From an optimization exercise on the open Yosys and OpenROAD flow, aimed at small area, a short achievable clock period and few clock cycles per item; shortcuts taken in it are not production practice. Only simulation tests tie the RTL to the original design; equivalence was not proved.

--- flow/run.sh ---
#!/bin/bash
# synth_recipe.tcl (not shown) runs the flow's synth.tcl, then flattens the netlist and writes it again
# the make line also repeats each setting of config.mk as NAME=value (left out here)
make -C /OpenROAD-flow-scripts/flow DESIGN_CONFIG=/design/flow/config.mk WORK_HOME=/design/flow/orfs CLKGATE_MAP_FILE= SYNTH_SCRIPT=/design/flow/synth_recipe.tcl finish
--- flow/config.mk ---
export PLATFORM = sky130hd
export DESIGN_NAME = exec_top
export DESIGN_NICKNAME = exec_top
export VERILOG_FILES = /design/flow/design.v
export SDC_FILE = /design/flow/constraint.sdc
export NUM_CORES = 4
export LEC_CHECK = 0
export CAP_MARGIN = 20
export CORE_MARGIN = 2
export CORE_UTILIZATION = 40
export SETUP_SLACK_MARGIN = 1.0
export SLEW_MARGIN = 20
--- flow/constraint.sdc ---
create_clock -name core_clock -period 5.5 [get_ports {clk_i}]
set_input_delay 1.1000 -clock core_clock [delete_from_list [all_inputs] [get_ports {clk_i}]]
set_output_delay 1.1000 -clock core_clock [all_outputs]
set_load 0.01 [all_outputs]
--- flow/design.v ---
`default_nettype none
package exec_pkg;
    localparam int AW = 42;  
    function automatic logic [AW:0] add(input logic [AW-1:0] a, input logic [AW-1:0] b,
                                        input logic cin, input int w);
        logic [AW-1:0] g, p, gg, pp, gn, pn;
        logic [AW:0]   s;
        g = a & b;
        p = a ^ b;
        gg = g;
        pp = p;
        gg[0] = g[0] | (p[0] & cin);
        for (int lvl = 0; lvl < 6; lvl++) begin
            gn = gg;
            pn = pp;
            for (int i = 0; i < AW; i++) begin
                if (((i >> lvl) & 1) == 1) begin
                    gn[i] = gg[i] | (pp[i] & gg[((i >> lvl) << lvl) - 1]);
                    pn[i] = pp[i] & pp[((i >> lvl) << lvl) - 1];
                end
            end
            gg = gn;
            pp = pn;
        end
        s = '0;
        for (int i = 0; i < AW; i++) begin
            if (i < w) s[i] = p[i] ^ ((i == 0) ? cin : gg[i-1]);
        end
        s[w] = gg[w-1];
        add = s;
    endfunction
    function automatic logic [2*AW-1:0] csa(input logic [AW-1:0] x, input logic [AW-1:0] y,
                                            input logic [AW-1:0] z);
        logic [AW-1:0] c;
        c = ((x & y) | (x & z) | (y & z)) << 1;
        csa = {x ^ y ^ z, c};
    endfunction
endpackage
`default_nettype wire
`default_nettype none
module alu_unit (
    input  logic [2:0]  op_i,
    input  logic [31:0] a_i,
    input  logic [31:0] b_i,
    output logic [31:0] value_o,
    output logic        taken_o
);
    logic [31:0] sum;
    logic        sub;
    logic        eq;
    logic        lt;
    assign sub = (op_i != 3'd0);
    logic [42:0] r;
    assign r   = exec_pkg::add({10'b0, a_i}, {10'b0, b_i ^ {32{sub}}}, sub, 32);
    assign sum = r[31:0];
    assign eq  = (a_i == b_i);
    assign lt  = (a_i[31] ^ b_i[31]) ? a_i[31] : sum[31];
    always_comb begin
        value_o = '0;
        taken_o = 1'b0;
        case (op_i)
            3'd0, 3'd1: value_o = sum;
            3'd2:       taken_o = eq;
            3'd3:       taken_o = ~eq;
            3'd4:       taken_o = lt;
            3'd5:       taken_o = ~lt;
            default:    taken_o = 1'b0;
        endcase
    end
endmodule
`default_nettype wire
`default_nettype none
module booth_mult (
    input  logic        clk_i,
    input  logic        reset_i,
    input  logic        start_i,   
    input  logic [31:0] a_i,
    input  logic [31:0] b_i,
    input  logic [3:0]  tag_i,
    input  logic        hi_i,      
    input  logic        grant_i,
    output logic        free_o,    
    output logic        valid_o,
    output logic [3:0]  tag_o,
    output logic [31:0] value_o
);
    logic        busy_q;
    logic        done_q;
    logic [1:0]  cnt_q;
    logic [31:0] mcand_q;
    logic [31:0] mplr_q;    
    logic [3:0]  one_q;     
    logic [3:0]  two_q;
    logic [3:0]  neg_q;
    logic [33:0] acc_q;     
    logic [3:0]  tag_q;
    logic        hi_q;
    logic [41:0] sum;
    function automatic void booth(input logic [8:0] bits, output logic [3:0] one,
                                  output logic [3:0] two, output logic [3:0] neg);
        for (int j = 0; j < 4; j++) begin
            logic [2:0] d;
            d      = bits[2*j +: 3];
            neg[j] = d[2] & ~(d[1] & d[0]);
            one[j] = d[1] ^ d[0];
            two[j] = (d[2] & ~d[1] & ~d[0]) | (~d[2] & d[1] & d[0]);
        end
    endfunction
    logic [3:0] one_ld, two_ld, neg_ld, one_nx, two_nx, neg_nx;
    always_comb begin
        booth({b_i[7:0], 1'b0}, one_ld, two_ld, neg_ld);
        booth(mplr_q[15:7], one_nx, two_nx, neg_nx);
    end
    logic [41:0] row [6];
    logic [41:0] a1, b1, a2, b2, a3, b3, a4, b4;
    logic [42:0] total;
    always_comb begin
        for (int j = 0; j < 4; j++) begin
            logic [33:0] pp;
            pp  = ({34{one_q[j]}} & {{2{mcand_q[31]}}, mcand_q}) |
                  ({34{two_q[j]}} & {mcand_q[31], mcand_q, 1'b0});
            pp  = pp ^ {34{neg_q[j]}};
            row[j] = {{8{pp[33]}}, pp} << (2*j);
        end
        row[1][0] = neg_q[0];
        row[2][2] = neg_q[1];
        row[3][4] = neg_q[2];
        row[4] = {{8{acc_q[33]}}, acc_q};
        row[5] = 42'(neg_q[3]) << 6;
        {a1, b1} = exec_pkg::csa(row[0], row[1], row[4]);
        {a2, b2} = exec_pkg::csa(row[2], row[3], row[5]);
        {a3, b3} = exec_pkg::csa(a1, b1, a2);
        {a4, b4} = exec_pkg::csa(a3, b3, b2);
        total = exec_pkg::add(a4, b4, 1'b0, 42);
        sum   = total[41:0];
    end
    always_ff @(posedge clk_i or posedge reset_i) begin
        if (reset_i) begin
            busy_q <= 1'b0;
            done_q <= 1'b0;
        end else if (start_i) begin
            busy_q <= 1'b1;
            done_q <= 1'b0;
        end else if (busy_q) begin
            if (cnt_q == 2'd3) begin
                busy_q <= 1'b0;
                done_q <= 1'b1;
            end
        end else if (grant_i) begin
            done_q <= 1'b0;
        end
    end
    always_ff @(posedge clk_i) begin
        if (start_i) begin
            mcand_q <= a_i;
            mplr_q  <= b_i;
            one_q   <= one_ld;
            two_q   <= two_ld;
            neg_q   <= neg_ld;
            acc_q   <= '0;
            cnt_q   <= '0;
            tag_q   <= tag_i;
            hi_q    <= hi_i;
        end else if (busy_q) begin
            acc_q  <= sum[41:8];
            mplr_q <= {sum[7:0], mplr_q[31:8]};
            one_q  <= one_nx;
            two_q  <= two_nx;
            neg_q  <= neg_nx;
            cnt_q  <= cnt_q + 2'd1;
        end
    end
    assign free_o  = ~busy_q & (~done_q | grant_i);
    assign valid_o = done_q;
    assign tag_o   = tag_q;
    assign value_o = hi_q ? acc_q[31:0] : mplr_q;
endmodule
`default_nettype wire
`default_nettype none
module nrd_div (
    input  logic        clk_i,
    input  logic        reset_i,
    input  logic        start_i,   
    input  logic [31:0] a_i,
    input  logic [31:0] b_i,
    input  logic [3:0]  tag_i,
    input  logic        rem_i,     
    input  logic        grant_i,
    output logic        free_o,    
    output logic        valid_o,
    output logic [3:0]  tag_o,
    output logic [31:0] value_o
);
    typedef enum logic [2:0] {S_IDLE, S_NORM, S_ITER, S_FIX, S_DONE} state_e;
    state_e      state_q;
    logic [3:0]  cnt_q;     
    logic [31:0] rem_q;     
    logic [32:0] dvs_q;     
    logic [31:0] quo_q;     
    logic        na_q;      
    logic        qneg_q;    
    logic        remop_q;
    logic [3:0]  tag_q;
    function automatic logic [5:0] msb_pos(input logic [31:0] x);
        logic [4:0]  p;
        logic [31:0] v;
        v = x;
        p[4] = |v[31:16]; v[15:0] = p[4] ? v[31:16] : v[15:0];
        p[3] = |v[15:8];  v[7:0]  = p[3] ? v[15:8]  : v[7:0];
        p[2] = |v[7:4];   v[3:0]  = p[2] ? v[7:4]   : v[3:0];
        p[1] = |v[3:2];   v[1:0]  = p[1] ? v[3:2]   : v[1:0];
        p[0] = v[1];
        msb_pos = (x == '0) ? 6'h3f : {1'b0, p};
    endfunction
    logic [5:0]  ma, mb;
    logic [5:0]  d;         
    logic [4:0]  s;         
    logic        bz;        
    logic        qzero;     
    assign ma    = msb_pos(rem_q);
    assign mb    = msb_pos(dvs_q[31:0]);
    assign d     = ma - mb;
    assign bz    = (dvs_q[31:0] == '0);
    assign qzero = (rem_q == '0) | d[5];
    assign s     = d[4:0] | 5'd1;
    logic [34:0] t1, t2n, t2p;
    logic [31:0] r2;
    logic        q1, q2;
    logic [41:0] rx, dx, hx, ps, pc;
    logic [42:0] s1, s2n, s2p;
    assign rx = {10'b0, rem_q};
    assign dx = ~{9'b0, dvs_q};
    assign hx = ~{10'b0, dvs_q[32:1]};
    assign {ps, pc} = exec_pkg::csa(rx, dx, hx);
    assign s1  = exec_pkg::add(rx, dx, 1'b1, 35);
    assign s2n = exec_pkg::add(rx, hx, 1'b1, 35);
    assign s2p = exec_pkg::add(ps, pc | 42'd1, 1'b1, 35);
    assign t1  = s1[34:0];
    assign t2n = s2n[34:0];
    assign t2p = s2p[34:0];
    assign q1  = ~t1[34];
    assign q2  = q1 ? ~t2p[34] : ~t2n[34];
    always_comb begin
        case ({q1, q2})
            2'b11:   r2 = t2p[31:0];
            2'b10:   r2 = t1[31:0];
            2'b01:   r2 = t2n[31:0];
            default: r2 = rem_q;
        endcase
    end
    logic [31:0] fix_val;
    logic        fix_neg;
    assign fix_val = remop_q ? rem_q : quo_q;
    assign fix_neg = remop_q ? na_q : qneg_q;
    always_ff @(posedge clk_i or posedge reset_i) begin
        if (reset_i) begin
            state_q <= S_IDLE;
        end else begin
            case (state_q)
                S_IDLE:  if (start_i) state_q <= S_NORM;
                S_NORM:  state_q <= (bz | qzero) ? S_DONE : S_ITER;
                S_ITER:  if (cnt_q == 4'd0) state_q <= fix_neg ? S_FIX : S_DONE;
                S_FIX:   state_q <= S_DONE;
                S_DONE:  if (start_i) state_q <= S_NORM;
                         else if (grant_i) state_q <= S_IDLE;
                default: state_q <= S_IDLE;
            endcase
        end
    end
    always_ff @(posedge clk_i) begin
        case (state_q)
            S_NORM: begin
                quo_q <= bz ? '1 : '0;
                if (bz | qzero) rem_q <= quo_q;  
                dvs_q <= dvs_q << s;
                cnt_q <= 4'(d[4:1]);
            end
            S_ITER: begin
                rem_q <= r2;
                dvs_q <= dvs_q >> 2;
                quo_q <= {quo_q[29:0], q1, q2};
                cnt_q <= cnt_q - 4'd1;
            end
            S_FIX: begin
                quo_q <= -fix_val;
                rem_q <= -fix_val;
            end
            default: ;
        endcase
        if (start_i) begin
            rem_q   <= a_i[31] ? -a_i : a_i;
            quo_q   <= a_i;
            dvs_q   <= {1'b0, b_i[31] ? -b_i : b_i};
            na_q    <= a_i[31];
            qneg_q  <= a_i[31] ^ b_i[31];
            remop_q <= rem_i;
            tag_q   <= tag_i;
        end
    end
    assign free_o  = (state_q == S_IDLE) | ((state_q == S_DONE) & grant_i);
    assign valid_o = (state_q == S_DONE);
    assign tag_o   = tag_q;
    assign value_o = remop_q ? rem_q : quo_q;
endmodule
`default_nettype wire
`default_nettype none
module cdb_arbiter (
    input  logic        alu_valid_i,
    input  logic [3:0]  alu_tag_i,
    input  logic [31:0] alu_value_i,
    input  logic        alu_taken_i,
    input  logic        mul_valid_i,
    input  logic [3:0]  mul_tag_i,
    input  logic [31:0] mul_value_i,
    input  logic        div_valid_i,
    input  logic [3:0]  div_tag_i,
    input  logic [31:0] div_value_i,
    output logic        mul_grant_o,
    output logic        div_grant_o,
    output logic        cdb_valid_o,
    output logic [3:0]  cdb_tag_o,
    output logic [31:0] cdb_value_o,
    output logic        cdb_taken_o
);
    assign mul_grant_o = ~alu_valid_i & mul_valid_i;
    assign div_grant_o = ~alu_valid_i & ~mul_valid_i & div_valid_i;
    assign cdb_valid_o = alu_valid_i | mul_valid_i | div_valid_i;
    assign cdb_tag_o   = alu_valid_i ? alu_tag_i   : mul_valid_i ? mul_tag_i   : div_tag_i;
    assign cdb_value_o = alu_valid_i ? alu_value_i : mul_valid_i ? mul_value_i : div_value_i;
    assign cdb_taken_o = alu_valid_i & alu_taken_i;
endmodule
`default_nettype wire
`default_nettype none
module exec_core (
    input  logic        clk_i,
    input  logic        reset_i,
    input  logic        issue_valid_i,
    input  logic [3:0]  issue_tag_i,
    input  logic [1:0]  issue_fu_i,
    input  logic [2:0]  issue_op_i,
    input  logic [31:0] issue_vj_i,
    input  logic [31:0] issue_vk_i,
    output logic        issue_ready_o,
    output logic        cdb_valid_o,
    output logic [3:0]  cdb_tag_o,
    output logic [31:0] cdb_value_o,
    output logic        cdb_taken_o
);
    logic        is_alu, is_mul, is_div;
    logic        mul_free, div_free;
    logic        mul_valid, div_valid;
    logic        mul_grant, div_grant;
    logic [3:0]  mul_tag, div_tag;
    logic [31:0] mul_value, div_value;
    logic        alu_v_q;
    logic [3:0]  alu_tag_q;
    logic [31:0] alu_value_q;
    logic        alu_taken_q;
    logic [31:0] alu_value;
    logic        alu_taken;
    assign is_alu = ~issue_fu_i[1];
    assign is_mul = issue_fu_i[1] & ~issue_fu_i[0];
    assign is_div = issue_fu_i[1] & issue_fu_i[0];
    assign issue_ready_o = is_alu | (is_mul & mul_free) | (is_div & div_free);
    alu_unit alu_inst (
        .op_i(issue_op_i), .a_i(issue_vj_i), .b_i(issue_vk_i),
        .value_o(alu_value), .taken_o(alu_taken)
    );
    always_ff @(posedge clk_i or posedge reset_i) begin
        if (reset_i) alu_v_q <= 1'b0;
        else         alu_v_q <= issue_valid_i & is_alu;
    end
    always_ff @(posedge clk_i) begin
        alu_tag_q   <= issue_tag_i;
        alu_value_q <= alu_value;
        alu_taken_q <= alu_taken;
    end
    booth_mult mul_inst (
        .clk_i(clk_i), .reset_i(reset_i),
        .start_i(issue_valid_i & is_mul & mul_free),
        .a_i(issue_vj_i), .b_i(issue_vk_i), .tag_i(issue_tag_i),
        .hi_i(issue_op_i == 3'd1),
        .grant_i(mul_grant), .free_o(mul_free),
        .valid_o(mul_valid), .tag_o(mul_tag), .value_o(mul_value)
    );
    nrd_div div_inst (
        .clk_i(clk_i), .reset_i(reset_i),
        .start_i(issue_valid_i & is_div & div_free),
        .a_i(issue_vj_i), .b_i(issue_vk_i), .tag_i(issue_tag_i),
        .rem_i(issue_op_i == 3'd1),
        .grant_i(div_grant), .free_o(div_free),
        .valid_o(div_valid), .tag_o(div_tag), .value_o(div_value)
    );
    cdb_arbiter arb_inst (
        .alu_valid_i(alu_v_q), .alu_tag_i(alu_tag_q), .alu_value_i(alu_value_q),
        .alu_taken_i(alu_taken_q),
        .mul_valid_i(mul_valid), .mul_tag_i(mul_tag), .mul_value_i(mul_value),
        .div_valid_i(div_valid), .div_tag_i(div_tag), .div_value_i(div_value),
        .mul_grant_o(mul_grant), .div_grant_o(div_grant),
        .cdb_valid_o(cdb_valid_o), .cdb_tag_o(cdb_tag_o), .cdb_value_o(cdb_value_o),
        .cdb_taken_o(cdb_taken_o)
    );
endmodule
`default_nettype wire
`default_nettype none
module exec_top (
    input  logic        clk_i,
    input  logic        reset_i,
    input  logic        issue_valid_i,
    input  logic [3:0]  issue_tag_i,
    input  logic [1:0]  issue_fu_i,
    input  logic [2:0]  issue_op_i,
    input  logic [31:0] issue_vj_i,
    input  logic [31:0] issue_vk_i,
    output logic        issue_ready_o,
    output logic        cdb_valid_o,
    output logic [3:0]  cdb_tag_o,
    output logic [31:0] cdb_value_o,
    output logic        cdb_taken_o
);
    exec_core core_inst (
        .clk_i(clk_i), .reset_i(reset_i),
        .issue_valid_i(issue_valid_i), .issue_tag_i(issue_tag_i), .issue_fu_i(issue_fu_i),
        .issue_op_i(issue_op_i), .issue_vj_i(issue_vj_i), .issue_vk_i(issue_vk_i),
        .issue_ready_o(issue_ready_o),
        .cdb_valid_o(cdb_valid_o), .cdb_tag_o(cdb_tag_o), .cdb_value_o(cdb_value_o),
        .cdb_taken_o(cdb_taken_o)
    );
endmodule
`default_nettype wire
==> results of run 1 <==
## path summary, 6_finish.rpt
kind | end
worst max-delay path | core_inst.mul_inst.acc_q[33]
worst min-delay path | core_inst.mul_inst.cnt_q[1]
worst max register to register | core_inst.mul_inst.acc_q[33]
worst min register to register | core_inst.mul_inst.cnt_q[1]
max in group asynchronous | core_inst.mul_inst.done_q
min in group asynchronous | core_inst.div_inst.state_q[1]
## placed cells by master, fill, tap and decap left out, types with 21 or more instances in the layout
cell,instances
mux2_2,34
ha_4,24
a31oi_1,22
dfxtp_1,74
nand3_1,36
inv_1,205
o21a_1,27
a211oi_1,23
nor2_1,247
buf_4,266
nand2_1,280
a21oi_2,31
mux2i_1,90
xor2_1,114
fa_1,149
a21o_1,53
edfxtp_1,188
buf_12,24
xnor2_1,270
clkdlybuf4s50_1,111
a22oi_1,108
a2111oi_0,24
ha_1,191
o21ai_0,146
o31ai_1,27
nor3_1,39
clkbuf_16,42
nand2b_1,23
a221o_1,23
a21oi_1,133
o22ai_1,32
nand4_1,21
a22oi_2,35
## final cells by class
cell class | instances | area (um2)
Sequential cell | 268 | 7279
Antenna cell | 1 | 2.502
Clock buffer | 47 | 1005
Inverter | 229 | 898.4
Timing Repair Buffer | 437 | 4169
Fill cell | 6738 | 36750
Multi-Input combinational cell | 2646 | 22600
Clock inverter | 21 | 282.8
Tap cell | 969 | 1212
## through the flow
stage / std cells / util
floorplan: 3370 / -
global placement: 4381 / 0.4468
detailed placement: 4381 / 0.4468
CTS: 4535 / 0.4839
global route: 4617 / 0.5047
finish: 4618 / 0.5047
## Yosys cell counts (21+ instances only)
master / instances / area (um2)
a2111oi_0: 25 / 219.0
a211oi_1: 34 / 255.2
a21o_1: 55 / 412.9
a21oi_1: 173 / 865.8
a221o_1: 23 / 230.2
a221oi_1: 21 / 183.9
a22oi_1: 143 / 1074
a31oi_1: 25 / 156.4
clkbuf_1: 188 / 705.7
dfxtp_1: 74 / 1481
edfxtp_1: 188 / 5645
fa_1: 159 / 3183
ha_1: 219 / 2740
inv_1: 224 / 840.8
mux2_2: 34 / 382.9
mux2i_1: 100 / 1001
nand2_1: 284 / 1066
nand2b_1: 24 / 150.1
nand3_1: 38 / 190.2
nand4_1: 21 / 131.4
nor2_1: 271 / 1017
nor3_1: 41 / 205.2
o21a_1: 27 / 202.7
o21ai_0: 168 / 840.8
o22ai_1: 37 / 231.5
o31ai_1: 30 / 225.2
xnor2_1: 281 / 2461
xor2_1: 126 / 1104
## kinds of logic (layout without fill, tap and decap cells)
| group | Yosys count | count (layout) | synth area share |
|---|---|---|---|
| compound gates | 876 | 876 | 0.1973 |
| simple gates | 843 | 843 | 0.1310 |
| buf+inv | 457 | 734 | 0.05857 |
| xor+xnor | 408 | 409 | 0.1203 |
| fa+ha+maj | 378 | 378 | 0.1983 |
| flops | 268 | 268 | 0.2437 |
| mux | 140 | 140 | 0.05086 |
| other cells | 0 | 1 | 0 |
## what timing repair did
action	4_1_cts	5_1_grt
cloned	11	4
resized for setup	122	189
pin swaps	75	116
setup buffers	75	78
endpoints found under the setup margin	138	126
## critical path: cells and delay by family (launching register included)
| kind | cells | cell delay (ns) |
|---|---|---|
| simple gates | 4 | 0.74 |
| compound gates | 7 | 1.55 |
| fa+ha+maj | 4 | 1.84 |
| flops | 1 | 0.38 |
| buf+inv | 3 | 0.39 |
| xor+xnor | 1 | 0.12 |
## registers in the layout (all words and copies together), names as in the netlist, 2 cells and up
| name | flops |
|---|---|
| core_inst.div_inst.rem_q | 32 |
| core_inst.alu_value_q | 32 |
| core_inst.mul_inst.acc_q | 34 |
| core_inst.div_inst.quo_q | 32 |
| core_inst.div_inst.tag_q | 4 |
| core_inst.mul_inst.cnt_q | 2 |
| core_inst.div_inst.cnt_q | 4 |
| core_inst.mul_inst.one_q | 4 |
| core_inst.mul_inst.mplr_q | 32 |
| core_inst.mul_inst.tag_q | 4 |
| core_inst.mul_inst.two_q | 4 |
| core_inst.alu_tag_q | 4 |
| core_inst.mul_inst.neg_q | 4 |
| core_inst.div_inst.dvs_q | 33 |
| core_inst.mul_inst.mcand_q | 32 |
| core_inst.div_inst.state_q | 3 |
## layer usage
layer	global-route usage	up-vias	part of all wire
met5	0	-	0
met4	0.1544	0	0.070
met3	0.04877	358	0.086
met2	0.4624	1456	0.45
met1	0.3786	13570	0.40
li1	-	12570	-
==> results_dict.tcl, run 1 <==
set metrics [dict create \
    cts-root-buf "clkbuf_16" \
    vias 27950 \
    via_per_inst 6.052 \
    cap_violations 0 \
    ant_nets 0 \
    synth_cell_type_count 83 \
    cts_hold_buf 0 \
    drtPass1Iterations 7 \
    cts_buffers 37 \
    core_area_um2 74200 \
    hp-start "core_inst.mul_inst.cnt_q[1]" \
    chipWidth_um 277.3 \
    yosysWarnings 5 \
    grt_max_degree 67 \
    dp_slack_ns 0.03031 \
    core.rowCount 100 \
    design_area_um2 37450 \
    max_freq_mhz 196.0 \
    netlist_instances 3370 \
    cp.arrival_ns 5.61 \
    h-tree-depth 2 \
    postSynth.asyncResetShare 0.02239 \
    placed_area_um2 33150 \
    gp_congestion 0.9656 \
    die_h_um 277.3 \
    synth_edf_count 188 \
    slew_viol_final 0 \
    io_buffer_count 114 \
    setup_tns_ns 0 \
    crit_type "register to register" \
    startpoint_type "register" \
    r2r_setup_slack_ns 0.40 \
    clkTransAtPathRegs_ns 0.06 \
    die-area_um2 76870 \
    synthFlopType "edfxtp_1" \
    whs_ns 0.4632 \
    status "finished clean" \
    cts.sinks 268 \
    whs_path_depth 2 \
    finalCriticalPeriod_ns 5.103 \
    maxSlewHeadroom 0.3297 \
    timing.final.crit_share 0.9278 \
    dp_hpwl_mm 86.62 \
    avgRoutedWirePerCell_um 25.26 \
    path_cells "buf_6, buf_12, a22oi_2, xor2_1, fa_1, inv_1, fa_1, fa_1, ha_4, a21o_1, a2111oi_4, nor4_2, o211ai_1, o21ai_2, a221o_1, nand4_1, nand4b_1, or3b_4, a31oi_1" \
    routed_wl_mm 116.6 \
    synth_seq_area_share 0.2437 \
    r2r-start "core_inst.mul_inst.two_q[0]" \
    syn_nets 3824 \
    track_usage 0.2908 \
    worstMarginPinSlew_ns 1.003 \
    hold_viol_final 0 \
    fin_worst_skew_ns 0.04418 \
    first_global_vias 26450 \
    drcViolationCount 0 \
    io_pins 115 \
    cts_tree "built" \
    nNetsFinal 4073 \
    crit_start "core_inst.mul_inst.two_q[0]" \
    syn_to_final_growth_pct 25.39 \
    synthesis.area_um2 29870 \
    syn_area_per_cell_um2 8.862 \
    hp-class "register to register" \
    crit_slowest_cell "fa_1" \
    cts_max_path_buffers 3 \
    drt-initial-drc-count 3014 \
    critPathMaxStageDelay_ns 0.56 \
    setup_viol 0 \
    rsz0062_at_grt "yes" \
    grt-ovfl-total 0 \
    layout-drive-gt1-share 0.2026 \
    worst_slack_ns 0.3972 \
    synth_seq_cells 268 \
    cp_max_fo 11 \
    clock_latency_ns 0.59 \
    worst_ep_required_time_ns 6.00 \
    antenna_found_initial 3 \
    initial_core_util 0.4025 \
    rr_worst_depth 19 \
    cp-end-kind "register" \
    grt_pass1_wl_mm 169.8 \
    path_common_cell "fa_1" \
]
Testbench counts, summed over its fixed seeds: cycles 4,991, items 3,200.
==> run 2: changes to the inputs <==
--- a/flow/design.v
+++ b/flow/design.v
@@ -87,6 +87,7 @@
     logic        busy_q;
     logic        done_q;
     logic [1:0]  cnt_q;
+    logic [1:0]  last_q;    
     logic [31:0] mcand_q;
     logic [31:0] mplr_q;    
     logic [3:0]  one_q;     
@@ -107,8 +108,22 @@
         end
     endfunction
     logic [3:0] one_ld, two_ld, neg_ld, one_nx, two_nx, neg_nx;
+    function automatic logic [1:0] steps(input logic [31:0] x);
+        if (x[31:7] == '0 || x[31:7] == '1)        steps = 2'd0;
+        else if (x[31:15] == '0 || x[31:15] == '1) steps = 2'd1;
+        else if (x[31:23] == '0 || x[31:23] == '1) steps = 2'd2;
+        else                                       steps = 2'd3;
+    endfunction
+    logic [1:0]  sa, sb;
+    logic        swap;
+    logic [31:0] mcand_ld, mplr_ld;
+    assign sa       = steps(a_i);
+    assign sb       = steps(b_i);
+    assign swap     = (sa < sb);
+    assign mcand_ld = swap ? b_i : a_i;
+    assign mplr_ld  = swap ? a_i : b_i;
     always_comb begin
-        booth({b_i[7:0], 1'b0}, one_ld, two_ld, neg_ld);
+        booth({mplr_ld[7:0], 1'b0}, one_ld, two_ld, neg_ld);
         booth(mplr_q[15:7], one_nx, two_nx, neg_nx);
     end
     logic [41:0] row [6];
@@ -142,7 +157,7 @@
             busy_q <= 1'b1;
             done_q <= 1'b0;
         end else if (busy_q) begin
-            if (cnt_q == 2'd3) begin
+            if (cnt_q == last_q) begin
                 busy_q <= 1'b0;
                 done_q <= 1'b1;
             end
@@ -152,8 +167,9 @@
     end
     always_ff @(posedge clk_i) begin
         if (start_i) begin
-            mcand_q <= a_i;
-            mplr_q  <= b_i;
+            mcand_q <= mcand_ld;
+            mplr_q  <= mplr_ld;
+            last_q  <= swap ? sa : sb;
             one_q   <= one_ld;
             two_q   <= two_ld;
             neg_q   <= neg_ld;
@@ -173,7 +189,11 @@
     assign free_o  = ~busy_q & (~done_q | grant_i);
     assign valid_o = done_q;
     assign tag_o   = tag_q;
-    assign value_o = hi_q ? acc_q[31:0] : mplr_q;
+    logic [95:0] prod_w;
+    logic [63:0] prod;
+    assign prod_w  = {{30{acc_q[33]}}, acc_q, mplr_q};
+    assign prod    = 64'(prod_w >> {(2'd3 - last_q), 3'b000});
+    assign value_o = hi_q ? prod[63:32] : prod[31:0];
 endmodule
 `default_nettype wire
 `default_nettype none
@@ -191,14 +211,13 @@
     output logic [3:0]  tag_o,
     output logic [31:0] value_o
 );
-    typedef enum logic [2:0] {S_IDLE, S_NORM, S_ITER, S_FIX, S_DONE} state_e;
+    typedef enum logic [1:0] {S_IDLE, S_NORM, S_ITER, S_DONE} state_e;
     state_e      state_q;
     logic [3:0]  cnt_q;     
     logic [31:0] rem_q;     
     logic [32:0] dvs_q;     
     logic [31:0] quo_q;     
-    logic        na_q;      
-    logic        qneg_q;    
+    logic        neg_q;     
     logic        remop_q;
     logic [3:0]  tag_q;
     function automatic logic [5:0] msb_pos(input logic [31:0] x);
@@ -248,10 +267,6 @@
             default: r2 = rem_q;
         endcase
     end
-    logic [31:0] fix_val;
-    logic        fix_neg;
-    assign fix_val = remop_q ? rem_q : quo_q;
-    assign fix_neg = remop_q ? na_q : qneg_q;
     always_ff @(posedge clk_i or posedge reset_i) begin
         if (reset_i) begin
             state_q <= S_IDLE;
@@ -259,8 +274,7 @@
             case (state_q)
                 S_IDLE:  if (start_i) state_q <= S_NORM;
                 S_NORM:  state_q <= (bz | qzero) ? S_DONE : S_ITER;
-                S_ITER:  if (cnt_q == 4'd0) state_q <= fix_neg ? S_FIX : S_DONE;
-                S_FIX:   state_q <= S_DONE;
+                S_ITER:  if (cnt_q == 4'd0) state_q <= S_DONE;
                 S_DONE:  if (start_i) state_q <= S_NORM;
                          else if (grant_i) state_q <= S_IDLE;
                 default: state_q <= S_IDLE;
@@ -271,7 +285,10 @@
         case (state_q)
             S_NORM: begin
                 quo_q <= bz ? '1 : '0;
-                if (bz | qzero) rem_q <= quo_q;  
+                if (bz | qzero) begin
+                    rem_q <= quo_q;  
+                    neg_q <= 1'b0;
+                end
                 dvs_q <= dvs_q << s;
                 cnt_q <= 4'(d[4:1]);
             end
@@ -281,18 +298,13 @@
                 quo_q <= {quo_q[29:0], q1, q2};
                 cnt_q <= cnt_q - 4'd1;
             end
-            S_FIX: begin
-                quo_q <= -fix_val;
-                rem_q <= -fix_val;
-            end
             default: ;
         endcase
         if (start_i) begin
             rem_q   <= a_i[31] ? -a_i : a_i;
             quo_q   <= a_i;
             dvs_q   <= {1'b0, b_i[31] ? -b_i : b_i};
-            na_q    <= a_i[31];
-            qneg_q  <= a_i[31] ^ b_i[31];
+            neg_q   <= rem_i ? a_i[31] : a_i[31] ^ b_i[31];
             remop_q <= rem_i;
             tag_q   <= tag_i;
         end
@@ -300,11 +312,17 @@
     assign free_o  = (state_q == S_IDLE) | ((state_q == S_DONE) & grant_i);
     assign valid_o = (state_q == S_DONE);
     assign tag_o   = tag_q;
-    assign value_o = remop_q ? rem_q : quo_q;
+    logic [31:0] val;
+    logic [42:0] out_sum;
+    assign val     = remop_q ? rem_q : quo_q;
+    assign out_sum = exec_pkg::add({10'b0, val ^ {32{neg_q}}}, 42'b0, neg_q, 32);
+    assign value_o = out_sum[31:0];
 endmodule
 `default_nettype wire
 `default_nettype none
 module cdb_arbiter (
+    input  logic        clk_i,
+    input  logic        reset_i,
     input  logic        alu_valid_i,
     input  logic [3:0]  alu_tag_i,
     input  logic [31:0] alu_value_i,
@@ -324,10 +342,15 @@
 );
     assign mul_grant_o = ~alu_valid_i & mul_valid_i;
     assign div_grant_o = ~alu_valid_i & ~mul_valid_i & div_valid_i;
-    assign cdb_valid_o = alu_valid_i | mul_valid_i | div_valid_i;
-    assign cdb_tag_o   = alu_valid_i ? alu_tag_i   : mul_valid_i ? mul_tag_i   : div_tag_i;
-    assign cdb_value_o = alu_valid_i ? alu_value_i : mul_valid_i ? mul_value_i : div_value_i;
-    assign cdb_taken_o = alu_valid_i & alu_taken_i;
+    always_ff @(posedge clk_i or posedge reset_i) begin
+        if (reset_i) cdb_valid_o <= 1'b0;
+        else         cdb_valid_o <= alu_valid_i | mul_valid_i | div_valid_i;
+    end
+    always_ff @(posedge clk_i) begin
+        cdb_tag_o   <= alu_valid_i ? alu_tag_i   : mul_valid_i ? mul_tag_i   : div_tag_i;
+        cdb_value_o <= alu_valid_i ? alu_value_i : mul_valid_i ? mul_value_i : div_value_i;
+        cdb_taken_o <= alu_valid_i & alu_taken_i;
+    end
 endmodule
 `default_nettype wire
 `default_nettype none
@@ -352,12 +375,9 @@
     logic        mul_grant, div_grant;
     logic [3:0]  mul_tag, div_tag;
     logic [31:0] mul_value, div_value;
-    logic        alu_v_q;
-    logic [3:0]  alu_tag_q;
-    logic [31:0] alu_value_q;
-    logic        alu_taken_q;
     logic [31:0] alu_value;
     logic        alu_taken;
+    logic        alu_now;    
     assign is_alu = ~issue_fu_i[1];
     assign is_mul = issue_fu_i[1] & ~issue_fu_i[0];
     assign is_div = issue_fu_i[1] & issue_fu_i[0];
@@ -366,15 +386,7 @@
         .op_i(issue_op_i), .a_i(issue_vj_i), .b_i(issue_vk_i),
         .value_o(alu_value), .taken_o(alu_taken)
     );
-    always_ff @(posedge clk_i or posedge reset_i) begin
-        if (reset_i) alu_v_q <= 1'b0;
-        else         alu_v_q <= issue_valid_i & is_alu;
-    end
-    always_ff @(posedge clk_i) begin
-        alu_tag_q   <= issue_tag_i;
-        alu_value_q <= alu_value;
-        alu_taken_q <= alu_taken;
-    end
+    assign alu_now = issue_valid_i & is_alu;
     booth_mult mul_inst (
         .clk_i(clk_i), .reset_i(reset_i),
         .start_i(issue_valid_i & is_mul & mul_free),
@@ -392,8 +404,9 @@
         .valid_o(div_valid), .tag_o(div_tag), .value_o(div_value)
     );
     cdb_arbiter arb_inst (
-        .alu_valid_i(alu_v_q), .alu_tag_i(alu_tag_q), .alu_value_i(alu_value_q),
-        .alu_taken_i(alu_taken_q),
+        .clk_i(clk_i), .reset_i(reset_i),
+        .alu_valid_i(alu_now), .alu_tag_i(issue_tag_i), .alu_value_i(alu_value),
+        .alu_taken_i(alu_taken),
         .mul_valid_i(mul_valid), .mul_tag_i(mul_tag), .mul_value_i(mul_value),
         .div_valid_i(div_valid), .div_tag_i(div_tag), .div_value_i(div_value),
         .mul_grant_o(mul_grant), .div_grant_o(div_grant),
==> run 2 against run 1 <==
- global-route usage up 0.44 points
- critical path depth up 2
- final cell count up 8.4%
- area after synthesis up 8.1%
- synthesized cell count up 9.9%
- critical path type unchanged
- largest cell class unchanged
- highest routed layer is now met5
==> results_dict.tcl, run 2 <==
set metrics [dict create \
    cts_max_path_buffers 3 \
    timing.final.crit_share 0.9658 \
    synth_top_cell_area_share 0.1758 \
    crit_start "core_inst.mul_inst.two_q[0]" \
    final_cell_mix "xnor2_1 (308), buf_4 (289), nand2_1 (263)" \
    max_freq_mhz 188.3 \
    synth_edf_count 189 \
    die_h_um 288.1 \
    cp_max_fo 8 \
    syn_to_final_growth_pct 23.16 \
    crit_slowest_cell "fa_2" \
    muxShareOfSynthArea 0.07822 \
    io_buffer_count 114 \
    vias 30450 \
    top_register "core_inst.mul_inst.acc_q" \
    yosys.area_share.xor_xnor 0.1190 \
    syn_nets 4162 \
    crit_type "register to register" \
    whs_path_depth 2 \
    synth_seq_area_share 0.2256 \
    routed_wl_mm 127.1 \
    synth_compound_area_frac 0.2004 \
    io_pins 115 \
    postSynth.asyncResetShare 0.01866 \
    gp_congestion 0.9843 \
    synth_fa_ha_area_frac 0.1861 \
    cts_tree "built" \
    maxSlewHeadroom 0.2860 \
    synthesis.area_um2 32280 \
    path_cells "buf_12, buf_6, a22oi_1, xor2_1, fa_1, inv_1, fa_1, fa_2, ha_4, o21ai_2, o21a_1, o21ai_2, a21oi_2, o31ai_4, buf_6, a2111oi_4, buf_4, nor3_4, o311ai_4, a21oi_1, o32ai_1" \
    yosysTopAreaCell "edfxtp_1" \
    synthTopCellsByCount "xnor2_1 (321), inv_1 (277), nand2_1 (271)" \
    synthFlopType "edfxtp_1" \
    cts-root-buf "clkbuf_16" \
    finalCriticalPeriod_ns 5.312 \
    drcViolationCount 0 \
    grt_max_degree 80 \
    ant_nets 0 \
    nNetsFinal 4379 \
    hp-start "core_inst.div_inst.tag_q[0]" \
    netlist_instances 3702 \
    fin_worst_skew_ns 0.03364 \
    grt-ovfl-total 0 \
    avgRoutedWirePerCell_um 25.39 \
    core.rowCount 104 \
    layout-drive-gt1-share 0.1906 \
    die-area_um2 82990 \
    drtPass1Iterations 8 \
    slew_viol_final 0 \
    top_regs "core_inst.mul_inst.acc_q (34), core_inst.div_inst.dvs_q (33)" \
    finish.utilization 0.4960 \
    whs_ns 0.5235 \
    setup_viol 0 \
    drt-initial-drc-count 3435 \
    synth_cell_type_count 87 \
    syn_area_per_cell_um2 8.720 \
    worstMarginPinSlew_ns 1.068 \
    r2r-start "core_inst.mul_inst.two_q[0]" \
    yosys.area_share.simple 0.1224 \
    synth_seq_cells 268 \
    worst_ep_required_time_ns 5.98 \
    via_per_inst 6.082 \
    grt_pass1_wl_mm 183.9 \
    track_usage 0.2952 \
    largest_reg_flops 34 \
    initial_core_util 0.4027 \
    cts_hold_buf 0 \
    clkTransAtPathRegs_ns 0.06 \
    first_global_vias 28580 \
    seq_area_um2 7283 \
    multi_input_area_um2 24500 \
    fillers 7505 \
    cts.sinks 268 \
    cp.arrival_ns 5.79 \
    synth_top_family_by_area "compound AO/OA/AOI/OAI gates" \
    status "finished clean" \
    layout.cells.most_common "xnor2_1" \
    synth_most_common_cell "xnor2_1" \
    antenna_found_initial 2 \
    h-tree-depth 2 \
    hold_viol_final 0 \
    cts_buffers 35 \
    startpoint_type "register" \
    clock_latency_ns 0.58 \
    core_area_um2 80160 \
    yosysWarnings 5 \
    cap_violations 0 \
    synthTopCellsByArea "edfxtp_1 (18%), fa_1 (9.9%), ha_1 (8.7%), xnor2_1 (8.7%), mux2i_1 (4.7%)" \
    chipWidth_um 288.1 \
    rsz0062_at_grt "yes" \
    rr_worst_depth 21 \
    dp_hpwl_mm 97.49 \
    critPathMaxStageDelay_ns 0.60 \
    hp-class "register to register" \
    cp-end-kind "register" \
]
run 2: changes by cell type after synthesis, moves of 30 or more:
cell,delta
nor2_1,-86
o21ai_1,+58
inv_1,+53
mux2i_1,+51
clkbuf_1,+48
xnor2_1,+40
a21oi_1,+35
mux2_1,+31
nand3_1,+30
run 2: area by class of cell:
type | instances | share of cell area
Clock inverter | 20 | 0.005791
Timing Repair Buffer | 469 | 0.1094
Antenna cell | 1 | 0.00006294
Clock buffer | 43 | 0.02408
Multi-Input combinational cell | 2861 | 0.6162
Sequential cell | 268 | 0.1832
Tap cell | 1060 | 0.03336
Inverter | 284 | 0.02788
run 2: stage by stage:
| step | setup slack (ns) | setup TNS, ns | instance area (um2) | cells |
|---|---|---|---|---|
| after floorplan | 0.8005 | 0 | 32890 | 3702 |
| after global placement | 0.1284 | 0 | 35900 | 4809 |
| after detailed placement | 0.1717 | 0 | 35910 | 4809 |
| after CTS | 0.2522 | 0 | 38260 | 4939 |
| after global routing | -0.003110 | -0.003110 | 39750 | 5005 |
| final | 0.1884 | 0 | 39760 | 5006 |
run 2: worst paths after layout:
kind                       slack (ns)                              end
min                              0.52  core_inst.arb_inst.cdb_tag_o[0]
min reg2reg                      0.52  core_inst.arb_inst.cdb_tag_o[0]
min in group asynchronous        0.89   core_inst.arb_inst.cdb_valid_o
max reg2reg                      0.19     core_inst.mul_inst.acc_q[32]
max in group asynchronous        4.18        core_inst.mul_inst.done_q
max                              0.19     core_inst.mul_inst.acc_q[32]
run 2: cells by family (layout without fill, tap and decap cells):
kind of cell / after synthesis / count (layout)
AO/OA/AOI/OAI: 997 / 997
AND/OR/NAND/NOR: 826 / 828
buffers and inverters: 575 / 816
XOR/XNOR: 435 / 435
adder cells (fa/ha/maj): 385 / 385
flip-flops: 268 / 268
multiplexers: 216 / 216
other: 0 / 1
run 2: layer usage:
metal / vias up / wire (um) / global-route usage
met5: - / 69 / 0
met4: 4 / 5364 / 0.1008
met3: 280 / 13970 / 0.06006
met2: 1675 / 54390 / 0.4445
met1: 14760 / 53330 / 0.4193
li1: 13730 / - / -
run 2: critical path: cells and delay by family (launching register included):
kind            cells  cell delay [ns]
compound gates     10             2.06
fa+ha+maj           4             1.80
buf+inv             5             0.70
flops               1             0.44
xor+xnor            1             0.13
simple gates        1             0.06
run 2: repair_timing:
| item | in CTS | in global routing |
|---|---|---|
| pin swaps | 63 | 89 |
| cloned | 5 | 7 |
| setup endpoints to repair | 133 | 146 |
| buffers inserted | 62 | 59 |
| hold endpoints to repair | 0 | 0 |
| gates resized for setup | 136 | 198 |
Testbench counts of run 2, summed over its fixed seeds: cycles 4,437, items 3,200.
==> run 3: changes to the inputs <==
--- a/flow/config.mk
+++ b/flow/config.mk
@@ -5,6 +5,7 @@
 export SDC_FILE = /design/flow/constraint.sdc
 export NUM_CORES = 4
 export LEC_CHECK = 0
+export ABC_AREA = 1
 export CAP_MARGIN = 20
 export CORE_MARGIN = 2
 export CORE_UTILIZATION = 40
==> run 3 against run 2 <==
- maximum frequency up 8.1%
- still clean
- design area down 3.8%
- count of clock-buffer cells in the layout down 4
- core utilization down 1.9 points
- worst hold slack worse by 0.071 ns
- area after synthesis about the same
- final cell count up 14%
==> results_dict.tcl, run 3 <==
set metrics [dict create \
    crit_type "register to register" \
    synth_seq_cells 268 \
    postSynth.asyncResetShare 0.01866 \
    synth_fa_ha_area_frac 0.1859 \
    chipWidth_um 288 \
    fillers 8077 \
    grt-ovfl-total 0 \
    io_pins 115 \
    design_area_um2 38240 \
    cp_max_fo 6 \
    rr_worst_depth 23 \
    gp_congestion 1.055 \
    netlist_instances 4475 \
    placed_area_um2 35050 \
    cap_violations 0 \
    avgRoutedWirePerCell_um 24.18 \
    min_to "core_inst.arb_inst.cdb_tag_o[0]" \
    status "finished clean" \
    cp.arrival_ns 5.38 \
    fin_worst_skew_ns 0.04229 \
    synthTopCellsByCount "nand2_1 (801), inv_1 (660), o21ai_0 (465)" \
    worst_slack_ns 0.5850 \
    layout.cells.most_common "nand2_1" \
    setup_tns_ns 0 \
    die_h_um 288 \
    largest_reg_flops 34 \
    antenna_found_initial 1 \
    grt_max_degree 65 \
    whs_path_depth 2 \
    synth_edf_count 189 \
    max_freq_mhz 203.5 \
    n_antenna_cell 0 \
    core.rowCount 104 \
    dp_slack_ns 0.3785 \
    cts.sinks 268 \
    synthFlopType "edfxtp_1" \
    syn_nets 4935 \
    syn_area_per_cell_um2 7.209 \
    maxSlewHeadroom 0.2729 \
    hold_viol_final 0 \
    synth_top_family_by_area "simple AND/OR/NAND/NOR gates" \
    h-tree-depth 2 \
    worst_ep_required_time_ns 5.96 \
    nNetsFinal 5104 \
    cts-root-buf "clkbuf_16" \
    worstMarginPinSlew_ns 1.079 \
    yosysWarnings 5 \
    hp-class "register to register" \
    synthTopCellsByArea "edfxtp_1 (18%), fa_1 (9.9%), nand2_1 (9.3%), ha_1 (8.7%), inv_1 (7.7%)" \
    slew_viol_final 0 \
    io_buffer_count 114 \
    cts_max_path_buffers 3 \
    synth_seq_area_share 0.2257 \
    die-area_um2 82940 \
    r2r_setup_slack_ns 0.59 \
    r2r_end "core_inst.mul_inst.acc_q[24]" \
    drcViolationCount 0 \
    synth_top_cell_area_share 0.1759 \
    crit_start "core_inst.mul_inst.one_q[0]" \
    vias 33170 \
    synth_compound_area_frac 0.1924 \
    rsz0062_at_grt "yes" \
    first_global_vias 30340 \
    muxShareOfSynthArea 0.0009308 \
    core_area_um2 80160 \
    yosys.area_share.simple 0.2079 \
    clock_latency_ns 0.58 \
    syn_to_final_growth_pct 18.53 \
    timing.final.crit_share 0.8936 \
    yosysTopAreaCell "edfxtp_1" \
    routed_wl_mm 138.5 \
    synth_most_common_cell "nand2_1" \
    clkTransAtPathRegs_ns 0.07 \
    via_per_inst 5.788 \
    multi_input_area_um2 22480 \
    dp_hpwl_mm 105.7 \
    hp-start "core_inst.div_inst.tag_q[0]" \
    synth_cell_type_count 69 \
    top_register "core_inst.mul_inst.acc_q" \
    seq_area_um2 7282 \
    drtPass1Iterations 6 \
    cts_buffers 34 \
    setup_viol 0 \
    ant_nets 0 \
    grt_pass1_wl_mm 198.2 \
    cts_tree "built" \
    top_regs "core_inst.mul_inst.acc_q (34), core_inst.div_inst.dvs_q (33)" \
    drt-initial-drc-count 3997 \
    r2r-start "core_inst.mul_inst.one_q[0]" \
    startpoint_type "register" \
    finalCriticalPeriod_ns 4.915 \
    track_usage 0.3210 \
    initial_core_util 0.4025 \
    final_cell_mix "nand2_1 (782), inv_1 (626), o21ai_0 (426)" \
    cp-end-kind "register" \
    synthesis.area_um2 32260 \
    layout-drive-gt1-share 0.1231 \
    yosys.area_share.xor_xnor 0.08009 \
]
run 3: kinds of logic (layout without fill, tap and decap cells):
| logic type | after synthesis | count (layout) |
|---|---|---|
| multiplexers | 3 | 3 |
| AND/OR/NAND/NOR | 1524 | 1525 |
| buffers and inverters | 898 | 1092 |
| flip-flops | 268 | 268 |
| XOR/XNOR | 295 | 295 |
| adder cells (fa/ha/maj) | 384 | 384 |
| AO/OA/AOI/OAI | 1103 | 1103 |
run 3: layer usage:
metal | GRT usage | vias up | wire length, um
li1 | - | 15320 | -
met1 | 0.4415 | 15540 | 56300
met2 | 0.4823 | 1910 | 58640
met3 | 0.05832 | 390 | 15000
met4 | 0.1601 | 2 | 8571
met5 | 0 | - | 13
run 3: cell type report:
| class | instances | area share |
|---|---|---|
| Clock buffer | 39 | 0.02300 |
| Inverter | 677 | 0.06793 |
| Sequential cell | 268 | 0.1904 |
| Multi-Input combinational cell | 3310 | 0.5878 |
| Timing Repair Buffer | 353 | 0.08906 |
| Clock inverter | 23 | 0.007133 |
| Tap cell | 1060 | 0.03468 |
run 3: repair_timing:
action,in CTS,in global routing
pin swaps,80,60
gates resized for setup,138,127
setup buffers,54,34
cloned,7,4
endpoints found under the setup margin,111,155
hold buffers,0,0
run 3: how the worst max path moves through the flow:
| stage | end | cells past startpoint | slack (ns) |
|---|---|---|---|
| floorplan | core_inst.mul_inst.acc_q[24] | 24 | 0.89 |
| global placement | core_inst.mul_inst.acc_q[23] | 28 | 0.44 |
| detailed placement | core_inst.mul_inst.acc_q[23] | 26 | 0.38 |
| CTS | core_inst.mul_inst.acc_q[23] | 29 | 0.79 |
| global route | core_inst.mul_inst.acc_q[23] | 29 | 0.39 |
| finish | core_inst.mul_inst.acc_q[24] | 23 | 0.59 |
run 3: per-stage QoR:
stage | util | cells | hold WS [ns]
3_3_place_gp | 0.4373 | 5569 | 0.4401
6_report | 0.4771 | 5730 | 0.4529
5_1_grt | 0.4771 | 5730 | 0.4790
2_1_floorplan | - | 4475 | 0.4220
4_1_cts | 0.4669 | 5692 | 0.4619
3_5_place_dp | 0.4373 | 5569 | 0.4463
run 3: critical path, cell delays in order, from the launching register on:
cell,delay [ns]
edfxtp_1,0.42
clkinv_4,0.14
o22ai_4,0.23
xor2_2,0.20
fa_1,0.46
fa_1,0.53
inv_2,0.04
fa_1,0.50
ha_4,0.33
nand3_2,0.08
nand2_2,0.08
nand2_2,0.07
nand2_2,0.09
nand2_2,0.07
nand2_2,0.12
a21oi_4,0.07
o21ai_2,0.16
inv_2,0.08
nor2_4,0.13
nor2_4,0.09
o21ai_4,0.23
fa_2,0.48
a22oi_2,0.16
inv_1,0.06
==> run 4: changes to the inputs <==
--- a/flow/design.v
+++ b/flow/design.v
@@ -126,6 +126,7 @@
         booth({mplr_ld[7:0], 1'b0}, one_ld, two_ld, neg_ld);
         booth(mplr_q[15:7], one_nx, two_nx, neg_nx);
     end
+    localparam logic [41:0] KOFF = 42'd426 << 33;
     logic [41:0] row [6];
     logic [41:0] a1, b1, a2, b2, a3, b3, a4, b4;
     logic [42:0] total;
@@ -135,12 +136,13 @@
             pp  = ({34{one_q[j]}} & {{2{mcand_q[31]}}, mcand_q}) |
                   ({34{two_q[j]}} & {mcand_q[31], mcand_q, 1'b0});
             pp  = pp ^ {34{neg_q[j]}};
-            row[j] = {{8{pp[33]}}, pp} << (2*j);
+            row[j] = 42'({~pp[33], pp[32:0]}) << (2*j);
         end
+        row[0] = row[0] | KOFF;
         row[1][0] = neg_q[0];
         row[2][2] = neg_q[1];
         row[3][4] = neg_q[2];
-        row[4] = {{8{acc_q[33]}}, acc_q};
+        row[4] = 42'({~acc_q[33], acc_q[32:0]});
         row[5] = 42'(neg_q[3]) << 6;
         {a1, b1} = exec_pkg::csa(row[0], row[1], row[4]);
         {a2, b2} = exec_pkg::csa(row[2], row[3], row[5]);
==> run 4 against run 3 <==
- via count is 1.8% lower
- final cell count fell by 0.92%
- count of clock-buffer cells in the layout increased by 4
- register-to-register slack got worse by 0.04 ns
- worst hold slack worse by 0.0024 ns
- sequential share of layout area rose by 0.24 points
- critical endpoint is now core_inst.mul_inst.acc_q[29]
- design area decreased by 1.5%
- critical path type unchanged
- still clean on timing, DRC and antenna
==> results_dict.tcl, run 4 <==
set metrics [dict create \
    drtPass1Iterations 6 \
    n_antenna_cell 0 \
    die_h_um 287.6 \
    core.rowCount 103 \
    fin_worst_skew_ns 0.04275 \
    hold_viol_final 0 \
    first_global_vias 30030 \
    cts_max_path_buffers 3 \
    gp_congestion 1.024 \
    via_per_inst 5.737 \
    cap_violations 0 \
    avgRoutedWirePerCell_um 23.96 \
    final_cell_mix "nand2_1 (782), inv_1 (635), o21ai_0 (396)" \
    layout.cells.most_common "nand2_1" \
    setup_tns_ns 0 \
    finish.utilization 0.4751 \
    cp-endpoint "core_inst.mul_inst.acc_q[29]" \
    worstMarginPinSlew_ns 1.077 \
    synth_top_cell_area_share 0.1764 \
    startpoint_type "register" \
    synth_cell_type_count 68 \
    vias 32570 \
    ant_nets 0 \
    cp_max_fo 10 \
    grt_pass1_wl_mm 195.8 \
    slew_viol_final 0 \
    cp.arrival_ns 5.38 \
    critPathMaxStageDelay_ns 0.57 \
    grt-ovfl-total 0 \
    crit_slowest_cell "fa_2" \
    netlist_instances 4465 \
    synth_seq_area_share 0.2258 \
    drcViolationCount 0 \
    crit_type "register to register" \
    cts_tree "built" \
    r2r_end "core_inst.mul_inst.acc_q[29]" \
    crit_start "core_inst.mul_inst.one_q[0]" \
    worst_ep_required_time_ns 5.93 \
    yosysTopAreaCell "edfxtp_1" \
    rsz0062_at_grt "yes" \
    syn_to_final_growth_pct 17.06 \
    drt-initial-drc-count 3903 \
    path_common_cell "nand2_1" \
    synthesis.area_um2 32170 \
    clkTransAtPathRegs_ns 0.06 \
    io_pins 115 \
    chipWidth_um 287.6 \
    yosysWarnings 5 \
    cts_buffers 35 \
    routed_wl_mm 136.0 \
    synth_seq_cells 267 \
    syn_area_per_cell_um2 7.204 \
    finalCriticalPeriod_ns 4.954 \
    timing.final.crit_share 0.9006 \
    maxSlewHeadroom 0.2745 \
    top_regs "core_inst.div_inst.dvs_q (33), core_inst.mul_inst.acc_q (33)" \
    syn_nets 4917 \
    max_freq_mhz 201.9 \
    synth_edf_count 189 \
    dp_hpwl_mm 105.5 \
    cts_hold_buf 0 \
    cts-root-buf "clkbuf_16" \
    die-area_um2 82700 \
    layout-drive-gt1-share 0.1165 \
    r2r_setup_slack_ns 0.55 \
    cp-end-kind "register" \
    synthTopCellsByCount "nand2_1 (800), inv_1 (657), o21ai_0 (427)" \
    setup_viol 0 \
    antenna_found_initial 2 \
    status "finished clean" \
    grt_max_degree 80 \
    core_area_um2 79260 \
    clock_latency_ns 0.58 \
    rr_worst_depth 25 \
    initial_core_util 0.4059 \
    r2r-start "core_inst.mul_inst.one_q[0]" \
    h-tree-depth 2 \
    synthFlopType "edfxtp_1" \
    hp-class "register to register" \
    io_buffer_count 114 \
    fillers 8038 \
    cts.sinks 267 \
    track_usage 0.3180 \
    nNetsFinal 5052 \
    synthTopCellsByArea "edfxtp_1 (18%), fa_1 (9.5%), nand2_1 (9.3%), ha_1 (8.7%), inv_1 (7.7%)" \
    synth_most_common_cell "nand2_1" \
    postSynth.asyncResetShare 0.01873 \
]
run 4: metal layers:
metal / share of wire / GRT usage
met1: 0.41 / 0.4247
met2: 0.44 / 0.4984
met3: 0.089 / 0.05143
met4: 0.058 / 0.1560
met5: 0 / 0
run 4: final cells by class:
cell class	count	area, um2	area share
Sequential cell	267	7262	0.1929
Timing Repair Buffer	320	3004	0.07978
Tap cell	1050	1314	0.03489
Clock buffer	43	947.2	0.02515
Inverter	681	2604	0.06915
Multi-Input combinational cell	3294	22360	0.5937
Timing Repair inverter	1	11.26	0.0002991
Clock inverter	21	156.4	0.004154
run 4: through the flow:
stage | setup WS [ns] | instance area, um2 | cells | hold WS, ns
finish | 0.5464 | 37650 | 5677 | 0.4505
global route | 0.3636 | 37650 | 5677 | 0.4605
CTS | 0.7486 | 36510 | 5642 | 0.4559
detailed placement | 0.3715 | 34910 | 5544 | 0.4404
global placement | 0.4517 | 34910 | 5544 | 0.4370
floorplan | 0.9637 | 32300 | 4465 | 0.4220
run 4: cell families after synthesis:
family | count (synthesis) | synth area share
and+or+nand+nor | 1552 | 0.2121
DFF | 267 | 0.2258
xor gates and xnor gates | 304 | 0.08277
buffers and inverters | 905 | 0.1084
adders and majority gates | 376 | 0.1820
muxes | 4 | 0.001245
AOI/OAI and AO/OA | 1057 | 0.1878
run 4: worst min-delay path by stage:
| stage | start | to | slack [ns] | cells past startpoint |
|---|---|---|---|---|
| final | core_inst.div_inst.tag_q[1] | core_inst.arb_inst.cdb_tag_o[1] | 0.45 | 2 |
| after detailed placement | core_inst.mul_inst.acc_q[8] | core_inst.mul_inst.acc_q[8] | 0.44 | 2 |
| after global placement | core_inst.mul_inst.acc_q[8] | core_inst.mul_inst.acc_q[8] | 0.44 | 2 |
| after CTS | core_inst.div_inst.tag_q[1] | core_inst.arb_inst.cdb_tag_o[1] | 0.46 | 2 |
| after global routing | core_inst.div_inst.tag_q[1] | core_inst.arb_inst.cdb_tag_o[1] | 0.46 | 2 |
| after floorplan | core_inst.div_inst.tag_q[0] | core_inst.arb_inst.cdb_tag_o[0] | 0.42 | 2 |
run 4: critical path: cells and delay by family (launching register included):
family / cells / cell delay [ns]
buffers and inverters: 4 / 0.53
and+or+nand+nor: 6 / 0.44
AOI/OAI and AO/OA: 9 / 1.28
adders and majority gates: 4 / 1.68
DFF: 1 / 0.47
xor gates and xnor gates: 2 / 0.37
run 4: what timing repair did:
| item | in CTS | in global routing |
|---|---|---|
| setup buffers | 33 | 31 |
| resized for setup | 61 | 193 |
| pin swaps | 20 | 35 |
| endpoints found under the setup margin | 88 | 143 |
| gates cloned | 1 | 4 |
Testbench counts of run 4, summed over its fixed seeds: cycles 4,437, items 3,200.
==> run 5: changes to the inputs <==
--- a/flow/design.v
+++ b/flow/design.v
@@ -342,15 +342,15 @@
     output logic [31:0] cdb_value_o,
     output logic        cdb_taken_o
 );
-    assign mul_grant_o = ~alu_valid_i & mul_valid_i;
-    assign div_grant_o = ~alu_valid_i & ~mul_valid_i & div_valid_i;
+    assign div_grant_o = ~alu_valid_i & div_valid_i;
+    assign mul_grant_o = ~alu_valid_i & ~div_valid_i & mul_valid_i;
     always_ff @(posedge clk_i or posedge reset_i) begin
         if (reset_i) cdb_valid_o <= 1'b0;
         else         cdb_valid_o <= alu_valid_i | mul_valid_i | div_valid_i;
     end
     always_ff @(posedge clk_i) begin
-        cdb_tag_o   <= alu_valid_i ? alu_tag_i   : mul_valid_i ? mul_tag_i   : div_tag_i;
-        cdb_value_o <= alu_valid_i ? alu_value_i : mul_valid_i ? mul_value_i : div_value_i;
+        cdb_tag_o   <= alu_valid_i ? alu_tag_i   : div_valid_i ? div_tag_i   : mul_tag_i;
+        cdb_value_o <= alu_valid_i ? alu_value_i : div_valid_i ? div_value_i : mul_value_i;
         cdb_taken_o <= alu_valid_i & alu_taken_i;
     end
 endmodule
==> run 5 against run 4 <==
- register-to-register slack about the same
- routed wire length decreased by 0.19%
- critical path type unchanged
- die area about the same
- core utilization is 0.44 points lower
- critical path depth did not move
- non-clock buffer count decreased by 1
- sequential share of layout area about the same
- clock skew shrank 0.013 ns
- via count decreased by 0.45%
- highest routed layer is now met5
- worst setup slack improved by 0.0088 ns
==> results_dict.tcl, run 5 <==
set metrics [dict create \
    status "finished clean" \
    drt-met1-wl_mm 53.93 \
    io_pins 115 \
    crit_slowest_cell "fa_1" \
    initial_core_util 0.4021 \
    min_to "core_inst.arb_inst.cdb_tag_o[0]" \
    first_global_vias 30350 \
    cts_buffers 35 \
    synthesis.area_um2 32180 \
    layout.cells.non_filler 5723 \
    synth_most_common_cell "nand2_1" \
    synthTopCellsByCount "nand2_1 (835), inv_1 (657), o21ai_0 (432)" \
    rsz0062_at_grt "yes" \
    cts.sinks 267 \
    drtPass1Iterations 6 \
    dp_cells 5586 \
    netlist_instances 4488 \
    dp_hpwl_mm 106.6 \
    synth_top_cell_area_share 0.1764 \
    drt-initial-drc-count 3245 \
    whs_ns 0.4387 \
    track_usage 0.3187 \
    antenna_found_initial 5 \
    met2_length_mm 61.50 \
    grt_max_degree 107 \
    cp.arrival_ns 5.40 \
    hp-class "register to register" \
    routed.top_layer "met5" \
    finalCriticalPeriod_ns 4.945 \
    chipWidth_um 287.6 \
    maxSlewHeadroom 0.3516 \
    cts_max_path_buffers 3 \
    vias 32430 \
    ant_nets 0 \
    worstMarginPinSlew_ns 0.9726 \
    syn_nets 4941 \
    r2r-start "core_inst.mul_inst.two_q[0]" \
    final_cell_mix "nand2_1 (817), inv_1 (631), o21ai_0 (404)" \
    r2r_end "core_inst.mul_inst.acc_q[25]" \
    synthTopCellsByArea "edfxtp_1 (18%), nand2_1 (9.7%), fa_1 (9.5%), ha_1 (8.7%), inv_1 (7.7%)" \
    synth_edf_count 189 \
    cts-root-buf "clkbuf_16" \
    die_h_um 287.6 \
    whs_path_depth 2 \
    hp-start "core_inst.mul_inst.tag_q[0]" \
    design_area_um2 37670 \
    core.rowCount 104 \
    h-tree-depth 2 \
    wl_met3_mm 10.33 \
    io_buffer_count 114 \
    rr_worst_depth 25 \
    grt_pass1_wl_mm 195.9 \
    syn_area_per_cell_um2 7.171 \
    max_freq_mhz 202.2 \
    drcViolationCount 0 \
    worst_ep_required_time_ns 5.96 \
    synthFlopType "edfxtp_1" \
    crit_type "register to register" \
    hold_viol_final 0 \
    setup_tns_ns 0 \
    layout.cells.most_common "nand2_1" \
    syn_to_final_growth_pct 17.05 \
    postSynth.asyncResetShare 0.01873 \
    startpoint_type "register" \
    nNetsFinal 5085 \
    fin_worst_skew_ns 0.02971 \
    avgRoutedWirePerCell_um 23.72 \
    synth_cell_type_count 72 \
    timing.final.crit_share 0.8990 \
    r2r_setup_slack_ns 0.56 \
    layout-drive-gt1-share 0.1170 \
    yosysTopAreaCell "edfxtp_1" \
    routed_wl_mm 135.7 \
    slew_viol_final 0 \
    via_per_inst 5.666 \
    synth_seq_cells 267 \
    clock_latency_ns 0.58 \
    yosysWarnings 5 \
    core_area_um2 80030 \
    cts_tree "built" \
    cp_max_fo 6 \
    top_regs "core_inst.div_inst.dvs_q (33), core_inst.mul_inst.acc_q (33)" \
    path_common_cell "nand2_2" \
    placed_area_um2 34970 \
    die-area_um2 82740 \
    gp_congestion 1.032 \
    synth_seq_area_share 0.2257 \
    cp-end-kind "register" \
    clkTransAtPathRegs_ns 0.06 \
    critPathMaxStageDelay_ns 0.56 \
    grt-ovfl-total 0 \
    setup_viol 0 \
    cap_violations 0 \
    fillers 8108 \
]
[run 5: cell types whose count changed after synthesis, sizes merged, moves of 15 or more]
cell    change
a21oi      +30
nor2       +30
nand2      +49
a22oi      +31
o211ai     -26
nand3      -54
o21ai      +18
o221ai     -15
[run 5: cells by family (layout without fill, tap and decap cells)]
group           after synthesis  after routing  synth area share
compound gates             1073           1073            0.1863
xor+xnor                    299            299           0.08231
fa+ha+maj                   377            377            0.1823
buf+inv                     893           1062            0.1075
flops                       267            267            0.2257
mux                           5              5          0.001555
other cells                   0              5                 0
simple gates               1574           1575            0.2143
[run 5: layout make-up]
cell class	count	area, um2	area share
sequential	267	7262	0.1928
tap	1060	1326	0.03521
antenna	5	12.51	0.0003321
clock buffer	45	974.7	0.02587
multi-input combinational	3329	22350	0.5933
timing repair buffer	319	2947	0.07822
inverter	680	2603	0.06909
clock inverter	18	195.2	0.005182
[run 5: metrics by stage]
step,util,setup slack [ns]
floorplan,-,0.9420
global placement,0.4369,0.3319
detailed placement,0.4370,0.2492
CTS,0.4577,0.6949
global route,0.4706,0.4353
finish,0.4707,0.5553
[run 5: worst max-delay path by stage]
stage,from,cells after the start,slack (ns),end
final,core_inst.mul_inst.two_q[0],25,0.56,core_inst.mul_inst.acc_q[25]
after global routing,core_inst.mul_inst.one_q[0],23,0.44,core_inst.mul_inst.acc_q[19]
after CTS,core_inst.mul_inst.one_q[0],23,0.69,core_inst.mul_inst.acc_q[24]
after detailed placement,core_inst.mul_inst.one_q[0],20,0.25,core_inst.mul_inst.acc_q[31]
after global placement,core_inst.mul_inst.one_q[0],20,0.33,core_inst.mul_inst.acc_q[31]
after floorplan,core_inst.mul_inst.neg_q[1],19,0.94,core_inst.mul_inst.acc_q[24]
[run 5: critical path, delay by kind of cell, from the launching register on]
| kind | cells | cell delay [ns] |
|---|---|---|
| compound gates | 6 | 1.02 |
| xor+xnor | 2 | 0.28 |
| fa+ha+maj | 5 | 2.12 |
| buf+inv | 6 | 0.61 |
| flops | 1 | 0.38 |
| simple gates | 6 | 0.40 |
[run 5: timing repair]
action,CTS,global route
gates cloned,1,5
setup buffers,21,41
gates resized for setup,74,148
endpoints found under the setup margin,81,141
pin swaps,59,68
hold buffers,0,0
[run 5: layer usage]
layer / vias up / GRT usage
met3: 378 / 0.04311
met2: 1545 / 0.5185
met4: 6 / 0.1858
met5: - / 0
li1: 15200 / -
met1: 15300 / 0.4041
Testbench counts of run 5, summed over its fixed seeds: cycles 4,415, items 3,200.

==> static timing again, ports no longer ideal <==
In the flow no input, the clock included, has a driving cell. The finished layouts below were timed again as built, in two steps.
Step 1, drivers: a clkbuf_16 drives clk_i and a buf_2 each remaining input, both assumed.
Step 2 times the ports against the registers' clock, not the clock port: input delays grow and output delays shrink by t, the midpoint of the rising clock arrivals with the driver on.
a / b / c = no drivers / after step 1 / after step 2; a / b = the first two.
run | t, ns | setup WS [ns] | latest minus earliest clock arrival (ns) | worst register clock-pin slew, ns | cell pins on the clock port's net
run 1 | 0.632 | 0.397 / 0.397 / 0.397 | 0.045 / 0.044 | 0.06 / 0.06 | 1
run 2 | 0.632 | 0.188 / 0.188 / 0.188 | 0.034 / 0.034 | 0.07 / 0.07 | 1
run 3 | 0.620 | 0.585 / 0.585 / 0.545 | 0.042 / 0.042 | 0.07 / 0.07 | 1
run 4 | 0.625 | 0.546 / 0.546 / 0.546 | 0.045 / 0.045 | 0.07 / 0.07 | 1
run 5 | 0.635 | 0.555 / 0.555 / 0.555 | 0.030 / 0.030 | 0.07 / 0.07 | 1
After both steps setup and hold are still met in every run listed. The setup slack of run 3, which loses most, moves by 0.000 ns with the drivers and by -0.040 ns with both steps.
